Source: an optimization exercise on an open RTL-to-GDS flow (aim: small area and a short achievable clock period). Production flows keep margins and buffers that such runs may drop.
Function was not checked in any run shown here: the RTL went through the layout flow alone.
Power and IR drop assume default switching activity.

## flow/config.mk

```make
export PLATFORM = sky130hd
export DESIGN_NAME = branch_unit_top
export DESIGN_NICKNAME = branch_unit_top
export VERILOG_FILES = /design/flow/design.v
export SDC_FILE = /design/flow/constraint.sdc
export NUM_CORES = 4
export LEC_CHECK = 0
export CAP_MARGIN = 20
export CORE_MARGIN = 2
export CORE_UTILIZATION = 40
export SLEW_MARGIN = 20
```

## flow/constraint.sdc

```tcl
create_clock -name core_clock -period 4.5 [get_ports {clk}]
set_input_delay 0.9000 -clock core_clock [delete_from_list [all_inputs] [get_ports {clk}]]
set_output_delay 0.9000 -clock core_clock [all_outputs]
set_load 0.01 [all_outputs]
```

## flow/design.v

```verilog
package bpu_pkg;
   typedef enum logic [1:0] {
      TGT_NONE   = 2'd0,
      TGT_CALL   = 2'd1,
      TGT_RETURN = 2'd2,
      TGT_IMM    = 2'd3
   } target_type_e;
   typedef enum logic [3:0] {
      CMP_NEVER  = 4'b0000,
      CMP_LTU    = 4'b0010,
      CMP_LT     = 4'b0011,
      CMP_EQ     = 4'b0100,
      CMP_NE     = 4'b1010,
      CMP_GEU    = 4'b1100,
      CMP_GE     = 4'b1101,
      CMP_ALWAYS = 4'b1110
   } cmp_op_e;
endpackage
module branch_unit_top (
   input  logic                          clk,
   input  logic                          reset_i,
   input  logic                          issue_valid_i,
   input  logic [31:0]                   pc_i,
   input  logic [31:0]                   target_i,
   input  bpu_pkg::target_type_e         target_type_i,
   input  bpu_pkg::cmp_op_e              cmp_type_i,
   input  logic [31:0]                   r0_i,
   input  logic [31:0]                   r1_i,
   output logic                          flush_o,
   output logic [31:0]                   redirect_pc_o,
   output logic                          taken_o,
   output logic                          resolve_valid_o,
   output logic [16-1:0] miss_count_o
);
   localparam int PHT_N = 1 << 6;
   localparam int HB    = 6;
   localparam int PB    = 3;
   logic [1:0]    pht_q [PHT_N];
   logic [HB-1:0] ghr_q;
   logic [31:0]   ras_q [8];
   logic [PB-1:0] ptr_q;
   logic [3:0]    cmp;
   logic [1:0]    tt;
   logic          is_call, is_ret, call_v, ret_v;
   logic [HB-1:0] idx0;
   logic [PB-1:0] top0;
   logic [31:0]   ras_top;
   logic          pred_taken, target_ok;
   logic [31:0]   a, b;
   logic          lt, eq, gt, taken0, miss0;
   logic [PB-1:0] rest0;
   logic [31:0]   pc_p4;
   assign cmp     = cmp_type_i;
   assign tt      = target_type_i;
   assign is_call = tt == bpu_pkg::TGT_CALL;
   assign is_ret  = tt == bpu_pkg::TGT_RETURN;
   assign call_v  = issue_valid_i && is_call;
   assign ret_v   = issue_valid_i && is_ret;
   assign idx0       = pc_i[2 +: HB] ^ ghr_q;
   assign pred_taken = is_call || is_ret || cmp == bpu_pkg::CMP_ALWAYS || pht_q[idx0][1];
   assign top0      = ptr_q - 1'b1;
   assign ras_top   = ras_q[top0];
   assign target_ok = !is_ret || ras_top == target_i;
   assign a  = {r0_i[31] ^ cmp[0], r0_i[30:0]};
   assign b  = {r1_i[31] ^ cmp[0], r1_i[30:0]};
   assign lt = b < a;
   assign eq = b == a;
   assign gt = !lt && !eq;
   assign taken0 = (cmp[3] && gt) || (cmp[2] && eq) || (cmp[1] && lt);
   assign miss0 = (pred_taken || taken0) && (pred_taken != taken0 || !target_ok);
   always_comb begin
      case (tt)
         bpu_pkg::TGT_CALL:   rest0 = ptr_q + 1'b1;
         bpu_pkg::TGT_RETURN: rest0 = top0;
         default:             rest0 = ptr_q;
      endcase
   end
   assign pc_p4 = pc_i + 32'd4;
   logic          va_q, miss_a_q, taken_a_q;
   logic [31:0]   tgt_a_q, pcp4_a_q;
   logic [HB-1:0] idx_a_q;
   logic [HB-2:0] hist_a_q;
   logic [PB-1:0] rest_a_q;
   always_ff @(posedge clk) begin
      if (reset_i) va_q <= 1'b0;
      else         va_q <= issue_valid_i;
   end
   always_ff @(posedge clk) begin
      miss_a_q  <= miss0;
      taken_a_q <= taken0;
      tgt_a_q   <= target_i;
      pcp4_a_q  <= pc_p4;
      idx_a_q   <= idx0;
      hist_a_q  <= ghr_q[HB-2:0];
      rest_a_q  <= rest0;
   end
   logic [HB-1:0] idx_b_q;
   logic [HB-2:0] hist_b_q;
   logic [PB-1:0] rest_b_q;
   always_ff @(posedge clk) begin
      if (reset_i) begin
         resolve_valid_o <= 1'b0;
         flush_o         <= 1'b0;
         miss_count_o    <= '0;
      end else begin
         resolve_valid_o <= va_q;
         flush_o         <= va_q && miss_a_q;
         if (va_q && miss_a_q && !(&miss_count_o))
            miss_count_o <= miss_count_o + 1'b1;
      end
   end
   always_ff @(posedge clk) begin
      taken_o       <= taken_a_q;
      redirect_pc_o <= taken_a_q ? tgt_a_q : pcp4_a_q;
      idx_b_q       <= idx_a_q;
      hist_b_q      <= hist_a_q;
      rest_b_q      <= rest_a_q;
   end
   always_ff @(posedge clk) begin
      for (int i = 0; i < PHT_N; i++) begin
         if (reset_i) begin
            pht_q[i] <= 2'b01;
         end else if (resolve_valid_o && idx_b_q == i[HB-1:0]) begin
            pht_q[i][1] <= (pht_q[i][1] & pht_q[i][0]) | (taken_o & (pht_q[i][1] | pht_q[i][0]));
            pht_q[i][0] <= (pht_q[i][1] & !pht_q[i][0]) | (taken_o & (pht_q[i][1] | !pht_q[i][0]));
         end
      end
   end
   always_ff @(posedge clk) begin
      if (reset_i)
         ghr_q <= '0;
      else if (resolve_valid_o)
         ghr_q <= {flush_o ? hist_b_q : ghr_q[HB-2:0], taken_o};
   end
   always_ff @(posedge clk) begin
      if (reset_i)
         ptr_q <= '0;
      else if (resolve_valid_o && flush_o)
         ptr_q <= rest_b_q;
      else if (call_v)
         ptr_q <= ptr_q + 1'b1;
      else if (ret_v)
         ptr_q <= top0;
   end
   always_ff @(posedge clk) begin
      if (call_v)
         ras_q[ptr_q] <= pc_p4;
   end
endmodule
```

## flow/run.sh

```bash
#!/bin/bash
# synth_recipe.tcl (not shown) runs the flow's synth.tcl, then flattens the netlist and writes it again
# the make line also repeats each setting of config.mk as NAME=value (left out here)
make -C /OpenROAD-flow-scripts/flow DESIGN_CONFIG=/design/flow/config.mk WORK_HOME=/design/flow/orfs CLKGATE_MAP_FILE= SYNTH_SCRIPT=/design/flow/synth_recipe.tcl finish
```

==> results of run 1 <==
[synthesized netlist by cell type, drive strengths merged (3+ instances only)]
cell type	count
dfxtp	283
edfxtp	256
nor2	254
nand2	131
a21oi	103
inv	101
o21ai	82
xnor2	79
nand2b	68
mux4	64
o221ai	64
o31ai	61
clkbuf	58
or2	53
nand3	47
ha	39
mux2	32
xor2	32
buf	31
nand4	28
nor3	23
mux2i	18
a21o	15
a31oi	10
nand3b	10
nor4	9
a211oi	8
a221oi	8
and3	8
nor2b	8
and4	5
o21a	5
o22ai	5
a2111oi	3
a311oi	3
and2	3
[state kept, by name, summed over array words and instances (netlist names)]
| register | count |
|---|---|
| ras_q | 256 |
| ptr_q | 3 |
| taken_o | 1 |
| ghr_q | 6 |
| idx_a_q | 6 |
| idx_b_q | 6 |
| pcp4_a_q | 32 |
| miss_count_o | 16 |
| flush_o | 1 |
| va_q | 1 |
| resolve_valid_o | 1 |
| hist_b_q | 5 |
| hist_a_q | 5 |
| rest_b_q | 3 |
| tgt_a_q | 32 |
| redirect_pc_o | 32 |
| taken_a_q | 1 |
| pht_q | 128 |
| rest_a_q | 3 |
| miss_a_q | 1 |
[through the flow]
stage / total power, mW / std cells / setup WS [ns] / util
after detailed placement: 7.04 / 2984 / -0.352 / 0.460
after global routing: 11.9 / 3091 / 0.0338 / 0.492
after global placement: 7.02 / 2984 / -0.316 / 0.460
after CTS: 11.6 / 3091 / 0.303 / 0.492
after floorplan: 6.37 / 2034 / 0.332 / -
final: 11.5 / 3091 / 0.360 / 0.492
[worst max-delay path, cell delays in order]
cell	delay, ns
clkdlybuf4s50_1	0.56
xnor2_2	0.27
inv_2	0.09
buf_4	0.14
nor2_1	0.11
buf_4	0.18
a32oi_1	0.24
a311oi_1	0.12
nor4_1	0.32
nand3_1	0.15
nor4b_2	0.35
ha_1	0.33
a2111oi_1	0.36
nand4_1	0.16
nor4_2	0.27
nor3_1	0.08
[per-layer routing]
layer  vias to the layer above  part of all wire  wire, µm
li1                       7893                 -         -
met1                      8180              0.43     26500
met2                       389              0.50     30700
met3                        98             0.043      2610
met4                         2             0.027      1680
met5                         -           0.00018        11
[power breakdown]
group / internal (mW) / leakage, nW / switching [mW]
Sequential: 5.30 / 4.64 / 0.111
Combinational: 0.707 / 4.59 / 0.807
Clock: 2.64 / 0.892 / 1.94
[cell families (layout without fill, tap and decap cells)]
| family | Yosys count | count (layout) | synth area share |
|---|---|---|---|
| simple gates | 655 | 655 | 0.133 |
| xor+xnor | 111 | 111 | 0.0431 |
| mux | 114 | 114 | 0.0859 |
| flops | 539 | 539 | 0.574 |
| compound gates | 386 | 386 | 0.110 |
| buf+inv | 190 | 482 | 0.0332 |
| fa+ha+maj | 39 | 39 | 0.0210 |
[path summary, 6_finish.rpt]
kind	to	slack, ns	depth (start not counted)
hold / removal	rest_b_q[0]	0.33	0
hold reg to reg	rest_b_q[0]	0.33	0
setup / recovery	miss_a_q	0.36	16
setup reg to reg	miss_a_q	0.83	14
[layout by cell type (no fill, tap or decap), types with 18 or more instances in the layout]
master	instances
dfxtp_1	280
or2_2	53
mux2i_1	18
inv_1	99
o31ai_1	61
buf_4	83
xor2_1	31
mux2_2	32
clkdlybuf4s50_1	186
o221ai_1	64
clkbuf_16	59
nand4_1	28
nand2_1	131
nor3_1	21
nand2b_1	68
mux4_2	60
nor2_1	248
xnor2_1	75
clkbuf_1	24
o21ai_0	82
edfxtp_1	256
ha_1	38
a21oi_1	103
nand3_1	47
[layout make-up]
| cell class | count | share of cell area |
|---|---|---|
| clock buffers | 89 | 0.0579 |
| well taps | 765 | 0.0338 |
| multi-input cells | 1305 | 0.325 |
| inverters | 101 | 0.0134 |
| flip-flops and latches | 539 | 0.472 |
| clock inverters | 18 | 0.00733 |
| repair buffers | 274 | 0.0912 |
==> metrics.csv, run 1 <==
stage,metric,value,unit
outcome,status,"complete, no violations",
placed_design,# port buffers,187,
clock_tree,# hold bufs at CTS,0,
floorplanning,die width,245,µm
clock_tree,TritonCTS clock tree,built,
yosys,post-synthesis async set-or-reset flop share,0,
timing,unrepaired setup endpoints after global routing,false,
grt,GR peak layer,met2,
grt,Tot GR Track Use,0.205,
clock_tree,clock slew at reported path FFs,0.06,ns
worst_setup_path,kind of critical path,input port to register,
grt,vias in the first global route,16900,
timing,hold slack,0.326,ns
finish,Fill cells,5164,
grt,first-pass GRT wire length,95200,µm
clock_tree,total CTS buffers,57,
floorplanning,Starting Density,0.404,
timing,setup TNS,0,ns
pwr,VDD IR max,0.374,mV
placed_design,HPWL Detailed,41900,µm
yosys,synth warn,2,
timing,Fin. Hold Viols,0,
timing,Tcrit/Tclk final,0.920,
grt,M3 GR Usage,0.0277,
timing,final setup vio count,0,
placed_design,GPL Wtd Cong,0.916,
timing,Achievable Freq,0.242,GHz
finish,footprint of the multi-input gates,0.00920,mm²
yosys,Gate Count Post-Synth,2034,
drt,drt total wl,61400,µm
yosys,Mapped Nets,2210,
clock_tree,Post-CTS Resized,0,
yosys,Most used DFF post-synth,dfxtp_1,
grt,initial antenna violation count,1,
floorplanning,row count,88,
clock_tree,postcts setup bufs,0,
yosys,"top cells by area, synth","edfxtp_1 33%, dfxtp_1 24%, mux4_2 5.8%",
grt,total gr overflow,0,
drt,Post-DRT Antenna Nets,0,
yosys,"Avg Cell Area, Syn",11.4,µm²
timing,worst slew pin tran,0.984,ns
yosys,share of the synthesized area in the top cell type,0.331,
timing,fin. max-slew vios,0,
yosys,sequential area share after synthesis,0.574,
floorplanning,total core area,0.0576,mm²
worst_hold_path,hold path start,rest_a_q[0],
grt,GRT met2 Usage,0.360,
floorplanning,die height,245,µm
timing,relative slew slack,0.344,
drt,1st-pass router iterations,5,
run,Max-Cap Viols,0,
pwr,leak pwr,10.1,nW
finish,Synth-to-Final Area Change,21.9,%
drt,drt initial violations,1126,
finish,Final #Nets,2454,
clock_tree,clock root cell,clkbuf_16,
placed_design,Placed Area,0.0265,mm²
yosys,biggest area consumer among synthesized cells,edfxtp_1,
drt,Avg WL per Cell,19.9,µm
pwr,PwrDens,406,mW/mm²
finish,final instance area,0.0283,mm²
drt,via count,16600,
floorplanning,DIE AREA,0.0601,mm²
worst_setup_path,CP endpoint kind,register,
floorplanning,IO Pins,188,
worst_setup_path,crit path from,pc_i[2],
clock_tree,H-Tree Depth,2,
worst_setup_path,FF-to-FF Start,ghr_q[1],
grt,met1 usage in global routing,0.258,
grt,largest net degree at the start of global routing,108,
clock_tree,Clock Latency Late Sink,0.64,ns
clock_tree,clk buf depth,3,
timing,clk_skew,0.0330,ns
finish,layout cells sized above 1,0.144,
yosys,Yosys cell types,65,
timing,fin crit period,4.14,ns
yosys,register bit total from synthesis,539,
worst_setup_path,CP Data Arrival Time,4.63,ns
worst_setup_path,crit start category,input port,
drt,post-DR vias/cell,5.36,
yosys,Post-synth EDFFs,256,
worst_setup_path,Max Fanout on Critical Path,7,
finish,Diodes inserted,0,
worst_hold_path,Hold Path Class,register to register,
clock_tree,clk sinks,539,
yosys,Synth Cell Area,0.0232,mm²
drt,DRC Markers,0,
finish,register area,0.0134,mm²
worst_setup_path,WP data required,4.99,ns
==> run 2, diff against run 1 <==
--- a/flow/design.v
+++ b/flow/design.v
@@ -62,11 +62,36 @@
    assign ras_top   = ras_q[top0];
    assign target_ok = !is_ret || ras_top == target_i;
-   assign a  = {r0_i[31] ^ cmp[0], r0_i[30:0]};
-   assign b  = {r1_i[31] ^ cmp[0], r1_i[30:0]};
-   assign lt = b < a;
-   assign eq = b == a;
+   assign a = {r0_i[31] ^ cmp[0], r0_i[30:0]};
+   assign b = {r1_i[31] ^ cmp[0], r1_i[30:0]};
+   logic [31:0] l_0, e_0;
+   logic [15:0] l_1, e_1;
+   logic [7:0]  l_2, e_2;
+   logic [3:0]  l_3, e_3;
+   logic [1:0]  l_4, e_4;
+   assign l_0 = ~b & a;
+   assign e_0 = ~(b ^ a);
+   always_comb begin
+      for (int i = 0; i < 16; i++) begin
+         l_1[i] = l_0[2*i+1] | (e_0[2*i+1] & l_0[2*i]);
+         e_1[i] = e_0[2*i+1] & e_0[2*i];
+      end
+      for (int i = 0; i < 8; i++) begin
+         l_2[i] = l_1[2*i+1] | (e_1[2*i+1] & l_1[2*i]);
+         e_2[i] = e_1[2*i+1] & e_1[2*i];
+      end
+      for (int i = 0; i < 4; i++) begin
+         l_3[i] = l_2[2*i+1] | (e_2[2*i+1] & l_2[2*i]);
+         e_3[i] = e_2[2*i+1] & e_2[2*i];
+      end
+      for (int i = 0; i < 2; i++) begin
+         l_4[i] = l_3[2*i+1] | (e_3[2*i+1] & l_3[2*i]);
+         e_4[i] = e_3[2*i+1] & e_3[2*i];
+      end
+   end
+   assign lt = l_4[1] | (e_4[1] & l_4[0]);
+   assign eq = e_4[1] & e_4[0];
    assign gt = !lt && !eq;
-   assign taken0 = (cmp[3] && gt) || (cmp[2] && eq) || (cmp[1] && lt);
-   assign miss0 = (pred_taken || taken0) && (pred_taken != taken0 || !target_ok);
+   assign taken0 = eq ? cmp[2] : (lt ? cmp[1] : cmp[3]);
+   assign miss0 = taken0 ? !(pred_taken && target_ok) : pred_taken;
    always_comb begin
       case (tt)
@@ -117,12 +142,18 @@
       rest_b_q      <= rest_a_q;
    end
+   logic [1:0] cnt_b, cnt_nx, cnt_d;
+   assign cnt_b = pht_q[idx_b_q];
+   always_comb begin
+      cnt_nx = cnt_b;
+      if (taken_o && cnt_b != 2'b11)
+         cnt_nx = cnt_b + 2'd1;
+      else if (!taken_o && cnt_b != 2'b00)
+         cnt_nx = cnt_b - 2'd1;
+   end
+   assign cnt_d = reset_i ? 2'b01 : cnt_nx;
    always_ff @(posedge clk) begin
       for (int i = 0; i < PHT_N; i++) begin
-         if (reset_i) begin
-            pht_q[i] <= 2'b01;
-         end else if (resolve_valid_o && idx_b_q == i[HB-1:0]) begin
-            pht_q[i][1] <= (pht_q[i][1] & pht_q[i][0]) | (taken_o & (pht_q[i][1] | pht_q[i][0]));
-            pht_q[i][0] <= (pht_q[i][1] & !pht_q[i][0]) | (taken_o & (pht_q[i][1] | !pht_q[i][0]));
-         end
+         if (reset_i || (resolve_valid_o && idx_b_q == i[HB-1:0]))
+            pht_q[i] <= cnt_d;
       end
    end
--- a/flow/config.mk
+++ b/flow/config.mk
@@ -9,3 +9,4 @@
 export CORE_MARGIN = 2
 export CORE_UTILIZATION = 40
+export SETUP_SLACK_MARGIN = 2.3
 export SLEW_MARGIN = 20
==> metrics.csv, run 2 <==
stage,metric,value,unit
timing,Achievable Freq,0.264,GHz
drt,DRC Markers,0,
finish,Diodes inserted,0,
pwr,VDD IR max,0.324,mV
grt,vias in the first global route,14800,
floorplanning,IO Pins,188,
worst_hold_path,hold path start,idx_a_q[0],
timing,final setup vio count,0,
placed_design,GPL Wtd Cong,0.959,
yosys,"Avg Cell Area, Syn",15.0,µm²
floorplanning,die width,240,µm
yosys,"top cells by area, synth","edfxtp_1 52%, dfxtp_1 14%, mux4_2 6.9%",
run,Max-Cap Viols,0,
worst_setup_path,crit start category,register,
timing,fin. max-slew vios,0,
placed_design,# port buffers,187,
timing,hold slack,0.291,ns
worst_setup_path,kind of critical path,register to register,
clock_tree,clk buf depth,3,
pwr,total power,13.1,mW
pwr,Internal Power,9.62,mW
timing,Tcrit/Tclk final,0.842,
timing,worst setup margin,0.709,ns
floorplanning,DIE AREA,0.0575,mm²
clock_tree,total CTS buffers,54,
clock_tree,clock slew at reported path FFs,0.07,ns
finish,layout cells sized above 1,0.322,
floorplanning,die height,240,µm
outcome,status,"complete, no violations",
yosys,sequential area share after synthesis,0.658,
drt,Post-DRT Antenna Nets,0,
finish,max FFs per register,256,
clock_tree,clk sinks,539,
grt,Tot GR Track Use,0.226,
finish,Synth-to-Final Area Change,34.5,%
pwr,Net Sw Power,3.48,mW
worst_hold_path,Hold Path Depth,0,
floorplanning,total core area,0.0551,mm²
yosys,share of the synthesized area in the top cell type,0.518,
pwr,part of the power in the clock network,0.336,
pwr,sw frac,0.265,
yosys,Mapped Nets,1665,
timing,setup TNS,0,ns
grt,initial antenna violation count,0,
finish,Regs by FF count,"ras_q (256), pht_q (128)",
timing,clk_skew,0.0440,ns
placed_design,HPWL Detailed,41100,µm
yosys,Gate Count Post-Synth,1488,
drt,Avg WL per Cell,25.1,µm
drt,drt total wl,66200,µm
timing,fin crit period,3.79,ns
worst_setup_path,"Buf+Inv Stages, Crit Path",7,
worst_hold_path,Hold Path Class,register to register,
clock_tree,Clock Latency Late Sink,0.63,ns
yosys,Synth Cell Area,0.0223,mm²
floorplanning,Starting Density,0.404,
pwr,leak pwr,11.2,nW
clock_tree,H-Tree Depth,2,
timing,unrepaired setup endpoints after global routing,true,
drt,post-DR vias/cell,5.60,
yosys,biggest area consumer among synthesized cells,edfxtp_1,
worst_hold_path,Hold Path End,idx_b_q[0],
floorplanning,row count,86,
placed_design,Setup WS pre-CTS,0.434,ns
worst_setup_path,Reg2Reg Setup Slack,0.71,ns
yosys,"count leader, synth",edfxtp_1,
drt,1st-pass router iterations,6,
timing,relative slew slack,0.430,
finish,"commonest non-fill, non-tap cells in the layout","384 x edfxtp_1, 131 x dfxtp_1, 113 x buf_4, 81 x a21o_1, 70 x clkdlybuf4s50_1",
worst_setup_path,cell mode on critical path,buf_4,
yosys,synth warn,2,
yosys,most common library cells after synthesis,"384 x edfxtp_1, 155 x dfxtp_1, 85 x xnor2_1, 81 x a21o_1, 68 x mux4_2",
pwr,logic gate share of total power,0.185,
worst_setup_path,CP peak stage delay,0.42,ns
clock_tree,clock root cell,clkbuf_16,
finish,"most common cell after layout, fill and taps aside",edfxtp_1,
grt,first-pass GRT wire length,95300,µm
timing,worst slew pin tran,0.849,ns
pwr,PwrDens,437,mW/mm²
worst_setup_path,family with the most delay on the worst path,buffers and inverters,
drt,drt initial violations,1212,
yosys,post-synthesis async set-or-reset flop share,0,
worst_setup_path,Max Fanout on Critical Path,12,
worst_setup_path,WP data required,4.85,ns
clock_tree,TritonCTS clock tree,built,
grt,largest net degree at the start of global routing,50,
timing,Fin. Hold Viols,0,
worst_setup_path,r2r worst-path depth,20,
worst_setup_path,Slowest cell on crit path,or3b_4,
pwr,Sequential Power Share,0.478,
grt,total gr overflow,0,
drt,via count,14700,
yosys,Yosys cell types,79,
finish,most flop-heavy register,ras_q,
yosys,register bit total from synthesis,539,
yosys,Most used DFF post-synth,edfxtp_1,
finish,Final #Nets,2018,
worst_setup_path,CP Data Arrival Time,4.14,ns
worst_setup_path,CP endpoint kind,register,
yosys,Post-synth EDFFs,384,
worst_setup_path,FF-to-FF Start,idx_b_q[0],
worst_setup_path,r2r endpoint,pht_q[34][0],
worst_setup_path,worst-path cell chain,buf_8 > nor4b_4 > buf_4 > a22o_1 > a221oi_2 > nand4_1 > a21oi_2 > a31oi_1 > buf_4 > o22ai_4 > inv_1 > ha_2 > nand2_2 > and2_4 > or3b_4 > mux2i_4 > a2111oi_4 > buf_6 > buf_12 > buf_16,
-- run 2: changes by cell type after synthesis, sizes merged, moves of 53 or more --
cell | previous run | this run
o31ai | 61 | 3
nor2 | 254 | 66
or2 | 53 | 0
nand2 | 131 | 57
nand2b | 68 | 2
a21oi | 103 | 42
o221ai | 64 | 1
dfxtp | 283 | 155
edfxtp | 256 | 384
o21ai | 82 | 25
a21o | 15 | 81
-- run 2: how the worst max path moves through the flow --
stage                    start      endpoint  cells past startpoint
floorplan           idx_b_q[2]   pht_q[0][0]                     17
detailed placement  idx_b_q[2]  pht_q[34][0]                     16
global route        idx_b_q[0]  pht_q[34][0]                     20
finish              idx_b_q[0]  pht_q[34][0]                     20
CTS                 idx_b_q[2]  pht_q[59][0]                     18
global placement    idx_b_q[2]  pht_q[35][0]                     16
-- run 2: stage by stage --
stage	area [µm²]	utilization	cells
2_1_floorplan	22500	-	1488
3_3_place_gp	25500	0.463	2411
3_5_place_dp	25500	0.463	2411
4_1_cts	28900	0.525	2589
5_1_grt	29900	0.543	2635
6_report	29900	0.543	2635
-- run 2: cells by family (layout without fill, tap and decap cells) --
group / Yosys count / after routing / synth area share
AOI/OAI and AO/OA: 254 / 254 / 0.0817
DFF: 539 / 539 / 0.658
and+or+nand+nor: 284 / 284 / 0.0699
buffers and inverters: 130 / 522 / 0.0250
adders and majority gates: 40 / 40 / 0.0225
muxes: 128 / 128 / 0.0979
xor gates and xnor gates: 113 / 120 / 0.0455
-- run 2: timing repair --
action,CTS,global route
cloned,12,6
hold endpoints to repair,0,0
setup endpoints to repair,736,337
pin swaps,53,63
buffers inserted,64,40
hold buffers,0,0
resized for setup,330,159
-- run 2: layout make-up --
cell class                 instances  area, µm²
inverter                          54        225
tap                              748        936
multi-input combinational        826       8430
fill                            4481      25200
timing repair buffer             366       3900
clock buffer                      88       1630
sequential                       539      14700
clock inverter                    14        134
-- run 2: power by group through the flow --
stage                     registers [mW]  logic (mW)  clock network (mW)
after floorplan                     6.16        1.11                   0
after global placement              6.37        1.84                   0
after detailed placement            6.36        1.86                   0
after CTS                           6.25        2.28                4.50
after global routing                6.28        2.58                4.68
final                               6.27        2.43                4.40
-- run 2: per-layer routing --
metal | up-vias | share of wire | GRT usage
met2 | 635 | 0.49 | 0.378
met4 | 0 | 0.039 | 0.0902
li1 | 6471 | - | -
met5 | - | 0 | 0
met1 | 7488 | 0.39 | 0.286
met3 | 154 | 0.072 | 0.0494

[separate check: timing with driven ports]
Ports are ideal in the flow. The routed layouts listed here were re-timed in OpenROAD. Step 1, drivers: a clkbuf_16 drives clk and a buf_2 each remaining input, both assumed. Step 2 times the ports against the registers' clock, not the clock port: input delays grow and output delays shrink by t, the midpoint of the rising clock arrivals with the driver on. a / b / c = ideal ports / drivers / drivers and shift; a / b = the first two.
| run | t (ns) | setup WS [ns] | worst setup path after step 2 | latest minus earliest clock arrival (ns) | worst register clock-pin slew, ns |
|---|---|---|---|---|---|
| run 1 | 0.679 | 0.360 / 0.398 / -0.281 | input to register | 0.036 / 0.036 | 0.07 / 0.07 |
| run 2 | 0.663 | 0.709 / 0.709 / 0.709 | register to register | 0.054 / 0.055 | 0.07 / 0.07 |
With both steps, setup timing fails in run 1, where it was met with ideal ports. The setup slack of run 1, which loses most, moves by +0.038 ns with the drivers and by -0.641 ns with both steps.
